Background: an optimization exercise with open tools, aiming at small area. Do not read the settings as production practice. In this exercise RTL edits were held to simulation tests only and were not proved equivalent to the original. Power is estimated from default activity; no workload was simulated.

**config.mk**
```make
export PLATFORM = sky130hd
export DESIGN_NAME = periph_subsys
export DESIGN_NICKNAME = periph_subsys
export VERILOG_FILES = /design/flow/design.v
export SDC_FILE = /design/flow/constraint.sdc
export NUM_CORES = 4
export LEC_CHECK = 0
export CAP_MARGIN = 20
export CORE_MARGIN = 2
export CORE_UTILIZATION = 40
export SLEW_MARGIN = 20
```
**constraint.sdc**
```tcl
create_clock -name core_clock -period 5.0 [get_ports {clk}]
set_input_delay 1.0000 -clock core_clock [delete_from_list [all_inputs] [get_ports {clk}]]
set_output_delay 1.0000 -clock core_clock [all_outputs]
set_load 0.01 [all_outputs]
```
**design.v**
```verilog
package soc_bus_pkg;
	typedef logic [31:0] wb_adr_t;
	typedef logic [31:0] wb_dat_t;
	typedef logic [3:0]  wb_sel_t;
	typedef enum logic [1:0] {
		SLV_TIMER = 2'd0,
		SLV_GPIO  = 2'd1,
		SLV_NONE  = 2'd2
	} slave_sel_e;
	function automatic wb_dat_t wb_merge(wb_dat_t old_val, wb_dat_t new_val, wb_sel_t sel);
		wb_dat_t res;
		res = old_val;
		for (int i = 0; i < 4; i++) begin
			if (sel[i]) begin
				res[8*i +: 8] = new_val[8*i +: 8];
			end
		end
		wb_merge = res;
	endfunction
endpackage
package soc_periph_pkg;
	typedef enum logic [2:0] {
		TCR0 = 3'd0,
		CMP0 = 3'd1,
		CNT0 = 3'd2,
		TCR1 = 3'd4,
		CMP1 = 3'd5,
		CNT1 = 3'd6
	} timer_reg_e;
	typedef struct packed {
		logic trig;
		logic irqen;
		logic ar;
		logic en;
	} timer_ctrl_t;
	localparam int TCR_EN    = 0;
	localparam int TCR_AR    = 1;
	localparam int TCR_IRQEN = 2;
	localparam int TCR_TRIG  = 3;
	typedef enum logic [2:0] {
		GPIO_IN       = 3'd0,
		GPIO_OUT      = 3'd1,
		GPIO_OE       = 3'd2,
		GPIO_IRQ_MASK = 3'd3,
		GPIO_IRQ_STAT = 3'd4
	} gpio_reg_e;
endpackage
module wb_slave_mux
(
	input  logic    clk,
	input  logic    rst_n_i,
	input  soc_bus_pkg::wb_adr_t wb_adr_i,
	input  logic    wb_cyc_i,
	input  logic    wb_stb_i,
	output logic    tmr_stb_o,
	output logic    gpio_stb_o,
	input  logic    tmr_ack_i,
	input  logic    gpio_ack_i,
	input  soc_bus_pkg::wb_dat_t tmr_dat_i,
	input  soc_bus_pkg::wb_dat_t gpio_dat_i,
	output soc_bus_pkg::wb_dat_t wb_dat_o,
	output logic    wb_ack_o
);
	logic [31-17:0] dec_field;
	soc_bus_pkg::slave_sel_e slv_sel;
	logic       bus_req;
	logic       none_ack;
	assign dec_field = wb_adr_i[31:17];
	always_comb begin
		if (dec_field == 15'h7001) begin
			slv_sel = soc_bus_pkg::SLV_TIMER;
		end else if (dec_field == 15'h7002) begin
			slv_sel = soc_bus_pkg::SLV_GPIO;
		end else begin
			slv_sel = soc_bus_pkg::SLV_NONE;
		end
	end
	assign bus_req = wb_cyc_i & wb_stb_i;
	assign tmr_stb_o  = bus_req && (slv_sel == soc_bus_pkg::SLV_TIMER);
	assign gpio_stb_o = bus_req && (slv_sel == soc_bus_pkg::SLV_GPIO);
	always_ff @(posedge clk or negedge rst_n_i) begin
		if (!rst_n_i) begin
			none_ack <= 1'b0;
		end else begin
			none_ack <= bus_req && (slv_sel == soc_bus_pkg::SLV_NONE) && !none_ack;
		end
	end
	assign wb_ack_o = tmr_ack_i | gpio_ack_i | none_ack;
	always_comb begin
		if (tmr_ack_i) begin
			wb_dat_o = tmr_dat_i;
		end else if (gpio_ack_i) begin
			wb_dat_o = gpio_dat_i;
		end else begin
			wb_dat_o = '0;
		end
	end
endmodule
module wb_timer
(
	input  logic                       clk,
	input  logic                       rst_n_i,
	input  logic                       stb_i,
	input  logic                       wb_we_i,
	input  soc_bus_pkg::wb_adr_t                    wb_adr_i,
	input  soc_bus_pkg::wb_dat_t                    wb_dat_i,
	input  soc_bus_pkg::wb_sel_t                    wb_sel_i,
	output soc_bus_pkg::wb_dat_t                    wb_dat_o,
	output logic                       ack_o,
	output logic [2-1:0] irq_o
);
	soc_periph_pkg::timer_reg_e  reg_sel;
	logic [3:0]  wr_ctrl;
	logic        bus_acc;
	logic        bus_wr;
	logic [2-1:0][3:0]  tcr;
	logic [2-1:0][31:0] cmp;
	logic [2-1:0][31:0] cnt;
	logic [2-1:0] hit;
	logic [2-1:0] wr_tcr;
	logic [2-1:0] wr_cmp;
	logic [2-1:0] wr_cnt;
	assign reg_sel = soc_periph_pkg::timer_reg_e'(wb_adr_i[4:2]);
	assign wr_ctrl = wb_dat_i[3:0];
	assign bus_acc = stb_i & ~ack_o;
	assign bus_wr  = bus_acc & wb_we_i;
	always_comb begin
		wr_tcr = '0;
		wr_cmp = '0;
		wr_cnt = '0;
		if (bus_wr) begin
			case (reg_sel)
				soc_periph_pkg::TCR0: wr_tcr[0] = 1'b1;
				soc_periph_pkg::CMP0: wr_cmp[0] = 1'b1;
				soc_periph_pkg::CNT0: wr_cnt[0] = 1'b1;
				soc_periph_pkg::TCR1: wr_tcr[1] = 1'b1;
				soc_periph_pkg::CMP1: wr_cmp[1] = 1'b1;
				soc_periph_pkg::CNT1: wr_cnt[1] = 1'b1;
				default: ;
			endcase
		end
	end
	always_ff @(posedge clk or negedge rst_n_i) begin
		if (!rst_n_i) begin
			ack_o <= 1'b0;
		end else begin
			ack_o <= bus_acc;
		end
	end
	always_comb begin
		for (int ch = 0; ch < 2; ch++) begin
			hit[ch] = tcr[ch][soc_periph_pkg::TCR_EN] && (cnt[ch] == cmp[ch]);
			irq_o[ch] = tcr[ch][soc_periph_pkg::TCR_TRIG] & tcr[ch][soc_periph_pkg::TCR_IRQEN];
		end
	end
	always_ff @(posedge clk or negedge rst_n_i) begin
		if (!rst_n_i) begin
			for (int ch = 0; ch < 2; ch++) begin
				tcr[ch] <= '0;
				cmp[ch] <= '0;
				cnt[ch] <= '0;
			end
		end else begin
			for (int ch = 0; ch < 2; ch++) begin
				if (wr_tcr[ch] && wb_sel_i[0]) begin
					tcr[ch][soc_periph_pkg::TCR_EN]    <= wr_ctrl[soc_periph_pkg::TCR_EN];
					tcr[ch][soc_periph_pkg::TCR_AR]    <= wr_ctrl[soc_periph_pkg::TCR_AR];
					tcr[ch][soc_periph_pkg::TCR_IRQEN] <= wr_ctrl[soc_periph_pkg::TCR_IRQEN];
				end else if (hit[ch] && !tcr[ch][soc_periph_pkg::TCR_AR]) begin
					tcr[ch][soc_periph_pkg::TCR_EN] <= 1'b0;
				end
				tcr[ch][soc_periph_pkg::TCR_TRIG] <= hit[ch] |
					(tcr[ch][soc_periph_pkg::TCR_TRIG] & ~(wr_tcr[ch] & wb_sel_i[0] & wr_ctrl[soc_periph_pkg::TCR_TRIG]));
				if (wr_cmp[ch]) begin
					cmp[ch] <= soc_bus_pkg::wb_merge(cmp[ch], wb_dat_i, wb_sel_i);
				end
				if (wr_cnt[ch]) begin
					cnt[ch] <= soc_bus_pkg::wb_merge(cnt[ch], wb_dat_i, wb_sel_i);
				end else if (hit[ch]) begin
					if (tcr[ch][soc_periph_pkg::TCR_AR]) begin
						cnt[ch] <= '0;
					end
				end else if (tcr[ch][soc_periph_pkg::TCR_EN]) begin
					cnt[ch] <= cnt[ch] + 32'd1;
				end
			end
		end
	end
	always_ff @(posedge clk) begin
		if (bus_acc) begin
			case (reg_sel)
				soc_periph_pkg::TCR0: wb_dat_o <= {28'h0, tcr[0]};
				soc_periph_pkg::CMP0: wb_dat_o <= cmp[0];
				soc_periph_pkg::CNT0: wb_dat_o <= cnt[0];
				soc_periph_pkg::TCR1: wb_dat_o <= {28'h0, tcr[1]};
				soc_periph_pkg::CMP1: wb_dat_o <= cmp[1];
				soc_periph_pkg::CNT1: wb_dat_o <= cnt[1];
				default: wb_dat_o <= '0;
			endcase
		end
	end
endmodule
module wb_gpio
(
	input  logic        clk,
	input  logic        rst_n_i,
	input  logic        stb_i,
	input  logic        wb_we_i,
	input  soc_bus_pkg::wb_adr_t     wb_adr_i,
	input  soc_bus_pkg::wb_dat_t     wb_dat_i,
	input  soc_bus_pkg::wb_sel_t     wb_sel_i,
	output soc_bus_pkg::wb_dat_t     wb_dat_o,
	output logic        ack_o,
	input  logic [31:0] gpio_in_i,
	output logic [31:0] gpio_out_o,
	output logic [31:0] gpio_oe_o,
	output logic        irq_o
);
	soc_periph_pkg::gpio_reg_e   reg_sel;
	logic        bus_acc;
	logic        bus_wr;
	logic [31:0] in_meta;
	logic [31:0] in_sync;
	logic [31:0] in_prev;
	logic [31:0] irq_mask;
	logic [31:0] irq_stat;
	logic [31:0] rise;
	logic [31:0] stat_clr;
	assign reg_sel = soc_periph_pkg::gpio_reg_e'(wb_adr_i[4:2]);
	assign bus_acc = stb_i & ~ack_o;
	assign bus_wr  = bus_acc & wb_we_i;
	always_ff @(posedge clk or negedge rst_n_i) begin
		if (!rst_n_i) begin
			ack_o <= 1'b0;
		end else begin
			ack_o <= bus_acc;
		end
	end
	always_ff @(posedge clk or negedge rst_n_i) begin
		if (!rst_n_i) begin
			in_meta <= '0;
			in_sync <= '0;
			in_prev <= '0;
		end else begin
			in_meta <= gpio_in_i;
			in_sync <= in_meta;
			in_prev <= in_sync;
		end
	end
	assign rise = in_sync & ~in_prev & irq_mask;
	assign stat_clr = (bus_wr && reg_sel == soc_periph_pkg::GPIO_IRQ_STAT) ?
		soc_bus_pkg::wb_merge('0, wb_dat_i, wb_sel_i) : '0;
	always_ff @(posedge clk or negedge rst_n_i) begin
		if (!rst_n_i) begin
			gpio_out_o <= '0;
			gpio_oe_o  <= '0;
			irq_mask   <= '0;
			irq_stat   <= '0;
		end else begin
			if (bus_wr) begin
				case (reg_sel)
					soc_periph_pkg::GPIO_OUT:      gpio_out_o <= soc_bus_pkg::wb_merge(gpio_out_o, wb_dat_i, wb_sel_i);
					soc_periph_pkg::GPIO_OE:       gpio_oe_o  <= soc_bus_pkg::wb_merge(gpio_oe_o, wb_dat_i, wb_sel_i);
					soc_periph_pkg::GPIO_IRQ_MASK: irq_mask   <= soc_bus_pkg::wb_merge(irq_mask, wb_dat_i, wb_sel_i);
					default: ;
				endcase
			end
			irq_stat <= (irq_stat & ~stat_clr) | rise;
		end
	end
	assign irq_o = |irq_stat;
	always_ff @(posedge clk) begin
		if (bus_acc) begin
			case (reg_sel)
				soc_periph_pkg::GPIO_IN:       wb_dat_o <= in_sync;
				soc_periph_pkg::GPIO_OUT:      wb_dat_o <= gpio_out_o;
				soc_periph_pkg::GPIO_OE:       wb_dat_o <= gpio_oe_o;
				soc_periph_pkg::GPIO_IRQ_MASK: wb_dat_o <= irq_mask;
				soc_periph_pkg::GPIO_IRQ_STAT: wb_dat_o <= irq_stat;
				default:       wb_dat_o <= '0;
			endcase
		end
	end
endmodule
module periph_subsys
(
	input  logic        clk,
	input  logic        rst_n_i,
	input  soc_bus_pkg::wb_adr_t     wb_adr_i,
	input  soc_bus_pkg::wb_dat_t     wb_dat_i,
	input  soc_bus_pkg::wb_sel_t     wb_sel_i,
	input  logic        wb_we_i,
	input  logic        wb_cyc_i,
	input  logic        wb_stb_i,
	output soc_bus_pkg::wb_dat_t     wb_dat_o,
	output logic        wb_ack_o,
	input  logic [31:0] gpio_in_i,
	output logic [31:0] gpio_out_o,
	output logic [31:0] gpio_oe_o,
	output logic [2:0]  irq_n_o
);
	logic       tmr_stb;
	logic       gpio_stb;
	logic       tmr_ack;
	logic       gpio_ack;
	soc_bus_pkg::wb_dat_t    tmr_dat;
	soc_bus_pkg::wb_dat_t    gpio_dat;
	logic [1:0] tmr_irq;
	logic       gpio_irq;
	wb_slave_mux slave_mux0 (
		.clk        (clk),
		.rst_n_i    (rst_n_i),
		.wb_adr_i   (wb_adr_i),
		.wb_cyc_i   (wb_cyc_i),
		.wb_stb_i   (wb_stb_i),
		.tmr_stb_o  (tmr_stb),
		.gpio_stb_o (gpio_stb),
		.tmr_ack_i  (tmr_ack),
		.gpio_ack_i (gpio_ack),
		.tmr_dat_i  (tmr_dat),
		.gpio_dat_i (gpio_dat),
		.wb_dat_o   (wb_dat_o),
		.wb_ack_o   (wb_ack_o)
	);
	wb_timer timer0 (
		.clk      (clk),
		.rst_n_i  (rst_n_i),
		.stb_i    (tmr_stb),
		.wb_we_i  (wb_we_i),
		.wb_adr_i (wb_adr_i),
		.wb_dat_i (wb_dat_i),
		.wb_sel_i (wb_sel_i),
		.wb_dat_o (tmr_dat),
		.ack_o    (tmr_ack),
		.irq_o    (tmr_irq)
	);
	wb_gpio gpio0 (
		.clk        (clk),
		.rst_n_i    (rst_n_i),
		.stb_i      (gpio_stb),
		.wb_we_i    (wb_we_i),
		.wb_adr_i   (wb_adr_i),
		.wb_dat_i   (wb_dat_i),
		.wb_sel_i   (wb_sel_i),
		.wb_dat_o   (gpio_dat),
		.ack_o      (gpio_ack),
		.gpio_in_i  (gpio_in_i),
		.gpio_out_o (gpio_out_o),
		.gpio_oe_o  (gpio_oe_o),
		.irq_o      (gpio_irq)
	);
	assign irq_n_o = {~tmr_irq[1], ~gpio_irq, ~tmr_irq[0]};
endmodule
```
**run.sh**
```bash
#!/bin/bash
# synth_recipe.tcl (not shown) runs the flow's synth.tcl, then flattens the netlist and writes it again
# the make line also repeats each setting of config.mk as NAME=value (left out here)
make -C /OpenROAD-flow-scripts/flow DESIGN_CONFIG=/design/flow/config.mk WORK_HOME=/design/flow/orfs CLKGATE_MAP_FILE= SYNTH_SCRIPT=/design/flow/synth_recipe.tcl finish
```
==> summary.txt <==
routing by layer:
metal	vias up	wire, µm	GRT usage
met3	98	4213	0.04589
met2	565	27490	0.3680
met1	7469	26910	0.3407
li1	6593	-	-
met4	0	1848	0.08759
met5	-	0	0
cells by family (layout without fill, tap and decap cells):
group | Yosys count | after routing | synth area share
xor gates and xnor gates | 65 | 65 | 0.02914
DFF | 427 | 427 | 0.5634
buffers and inverters | 156 | 377 | 0.03388
adders and majority gates | 2 | 2 | 0.001281
AOI/OAI and AO/OA | 398 | 398 | 0.1508
other | 0 | 1 | 0
muxes | 208 | 208 | 0.1202
and+or+nand+nor | 412 | 412 | 0.1013
sequential cells by signal, summed over array words and instances, names as in the netlist:
signal and flops:
timer0.ack_o 1, gpio0.irq_mask 32, slave_mux0.none_ack 1, timer0.wb_dat_o 32, gpio0.wb_dat_o 32, gpio0.ack_o 1, gpio0.in_meta 32, gpio0.in_sync 32
timer0.tcr 8, gpio0.gpio_oe_o 32, timer0.cmp 64, gpio0.irq_stat 32, gpio0.in_prev 32, timer0.cnt 64, gpio0.gpio_out_o 32
layout make-up:
cell class,instances,share of cell area
well taps,615,0.03244
multi-input cells,1085,0.3331
clock buffers,70,0.06013
clock inverters,17,0.005327
diodes,1,0.0001055
flip-flops and latches,427,0.4639
repair buffers,240,0.09705
inverters,50,0.007911
worst register-to-register path, cell delays in order, from the launching register on:
cell     delay, ns
dfrtp_1       0.52
nor4b_1       0.49
and3_1        0.67
and2_1        0.26
buf_4         0.45
o21a_1        0.36
o21ai_1       0.11
a22o_1        0.24
how the worst max path moves through the flow:
stage | to | slack (ns) | startpoint
finish | irq_n_o[1] | 1.01 | gpio0.irq_stat[14]
global route | irq_n_o[1] | 1.01 | gpio0.irq_stat[14]
CTS | irq_n_o[1] | 1.10 | gpio0.irq_stat[14]
detailed placement | timer0.cnt[11] | 0.82 | wb_adr_i[26]
global placement | timer0.cnt[11] | 0.88 | wb_adr_i[26]
floorplan | gpio0.gpio_oe_o[0] | 1.53 | wb_adr_i[26]
power by group:
part / leakage, nW / internal, mW / total, mW / switching [mW]
registers: 5.18 / 3.57 / 3.58 / 0.0185
clock network: 0.770 / 2.07 / 3.51 / 1.44
logic: 4.31 / 0.105 / 0.294 / 0.189
total: 10.3 / 5.74 / 7.39 / 1.65
metrics by stage:
step	instance area [µm²]	cells
global route	23720	2504
global placement	22170	2417
CTS	23720	2504
finish	23720	2505
floorplan	19530	1668
detailed placement	22170	2417
cell usage in the layout, fill, tap and decap left out, drive strengths merged, types with 32 or more instances in the layout:
| cell | Yosys | routed |
|---|---|---|
| dfrtp | 363 | 363 |
| clkdlybuf4s50 | 0 | 188 |
| nand2 | 186 | 186 |
| mux2 | 166 | 166 |
| o21ai | 87 | 87 |
| a22oi | 73 | 73 |
| clkbuf | 72 | 70 |
| edfxtp | 64 | 64 |
| xor2 | 62 | 62 |
| a22o | 53 | 53 |
| buf | 34 | 52 |
| inv | 50 | 50 |
| nor2 | 45 | 45 |
| o2bb2ai | 41 | 41 |
| nand3 | 40 | 40 |
| mux2i | 40 | 40 |
| nor4 | 36 | 36 |
| a21oi | 32 | 32 |
==> results by group <==
Cells and area
  • Multi-input logic area: 0.007903 mm²
  • Post-route core utilization: 0.4948
  • Layout net count: 1958
  • Register area: 0.01101 mm²
  • Fraction of layout cells with a size suffix above 1: 0.1514
  • Area Growth Syn to Fin: 21.45%
  • FILL cells: 4233

Timing
  • Slew @ Worst Pin: 1.031 ns
  • Max_slew headroom: 0.3067
  • FMAX: 250.9 MHz
  • # setup viols final: 0
  • Final critical-path required period: 3.985 ns
  • Worst setup margin: 1.015 ns
  • RSZ-0062 raised after global routing: no
  • Period utilization: 0.7971
  • Fin. max-slew vios: 0
  • Final setup skew: 0.01982 ns
  • Post-route setup TNS: 0 ns
  • Hold_ws: 0.3404 ns
  • Final hold vios: 0

Power and ir drop
  • Pwr Density: 311.4 mW/mm²
  • Worst VDD drop: 0.0002277 V
  • Tot Pwr: 7.386 mW
  • Lkg Pwr: 10.26 nW

GRT
  • Number of global-route vias before repair: 14.72k
  • Largest net degree at the start of global routing: 85
  • Global-route wire length before repair: 92.00 mm
  • Tot GR Track Use: 0.2405
  • Initial antenna violation count: 1
  • Remaining global-route overflow: 0

Setup path
  • CP Data Required Time: 4.00 ns
  • Crit path buf inv count: 1
  • Arrival time at the worst endpoint: 2.99 ns
  • CP Cell Sequence: nor4_1, nand4_1, nor2_1, clkdlybuf4s50_1
  • Critical path type: register to output pin
  • R2r setup slk: 1.80 ns
  • CP max stage delay: 0.63 ns
  • R2R Path End: timer0.cnt[11]
  • Slowest cell on crit path: nor4_1
  • CP delay by family, top: simple AND/OR/NAND/NOR gates
  • Stages on the worst setup path: 4
  • Reg2reg path depth: 7
  • Crit Path Max Fanout: 3
  • Critical register-to-register path startpoint: timer0.ack_o
  • Critical Path End Type: output pin
  • Worst setup SP type: register

Die
  • CORE AREA: 0.04795 mm²
  • Die X: 225.0 µm
  • Site Rows: 80
  • DIE AREA: 0.05062 mm²
  • DIE HEIGHT: 225.0 µm
  • Top-Level Pins: 205
  • Initial Utilization: 0.4074

Route
  • Antenna Violating Nets Remaining: 0
  • Routed vias/inst: 5.878
  • DRT Pass-1 Iters: 5
  • Vias: 14.73k
  • WL/cell: 24.13 µm
  • Routed WL: 60.46 mm
  • Drc violations: 0
  • Drt first-iter violations: 1396

CTS
  • Clock transition at path regs: 0.06 ns
  • Root Driver: clkbuf_16
  • CTS tree: yes
  • CTS Buffer Depth: 3
  • Num CTS Buffers: 47
  • Hold_buf cts: 0
  • Worst skew pair latency: 0.59 ns
  • Post-CTS Setup Bufs: 0
  • CTS resizes: 0
  • Max H-tree Level: 2
  • Clk sinks: 427

Synth
  • Top-count cell post-synth: dfrtp_1
  • Seq cells post-synth: 427
  • Post-synth top cells: 363 x dfrtp_1, 185 x nand2_1, 140 x mux2_2
  • Synth Flop Type: dfrtp_1
  • Post-synthesis sequential area ratio: 0.5634
  • Syn Inst Count: 1668
  • Syn Area/Cell: 11.71 µm²
  • Async set or reset register ratio after synthesis: 0.8501
  • Synth Cell Area: 0.01953 mm²
  • Synth unique cells: 70
  • Total of warnings raised by yosys: 3
  • Synth top area share: 0.4650
  • Synth area leader: dfrtp_1
  • EDFF count, synth: 64
  • Synth area leaders: dfrtp_1 47%, edfxtp_1 9.8%, mux2_2 8.1%
  • Net Count, Synth: 1775

Placement
  • Dpl ws: 0.8166 ns
  • GPL Wtd Cong: 0.9396
  • PortBufs: 190
  • DP HPWL: 42.03 mm

Min path
  • WHS Endpoint: gpio0.in_sync[17]
  • Hold Path Class: register to register
  • Worst hold path startpoint: gpio0.in_meta[17]
  • Hold Path Cell Cnt: 0

Job
  • Max-Cap Viols: 0

Run status
  • Status: no timing/DRC/antenna violations

==> afterwards: timing with drivers on the ports <==
The flow's constraints put no driver on any port. The routed layout listed below was extracted and timed again, unchanged, in two steps.
Step 1: set_driving_cell puts a clkbuf_16 on clk and a buf_2 on each other input, an assumption about the parent block.
Step 2 moves the port delays by t, midway between the first and last clock arrival at a register: inputs arrive t later, outputs are due t later. That takes back most of the time a late clock gives input paths.
Three values: no drivers, after step 1, after step 2; two values: the first two.
t (ns): 0.641
setup WS [ns]: 1.015 / 0.954 / 0.759
worst slew at a driven data input, ns: 0.07
After both steps this run still meets setup and hold. The setup slack of this run moves by -0.061 ns with the drivers and by -0.256 ns with both steps.
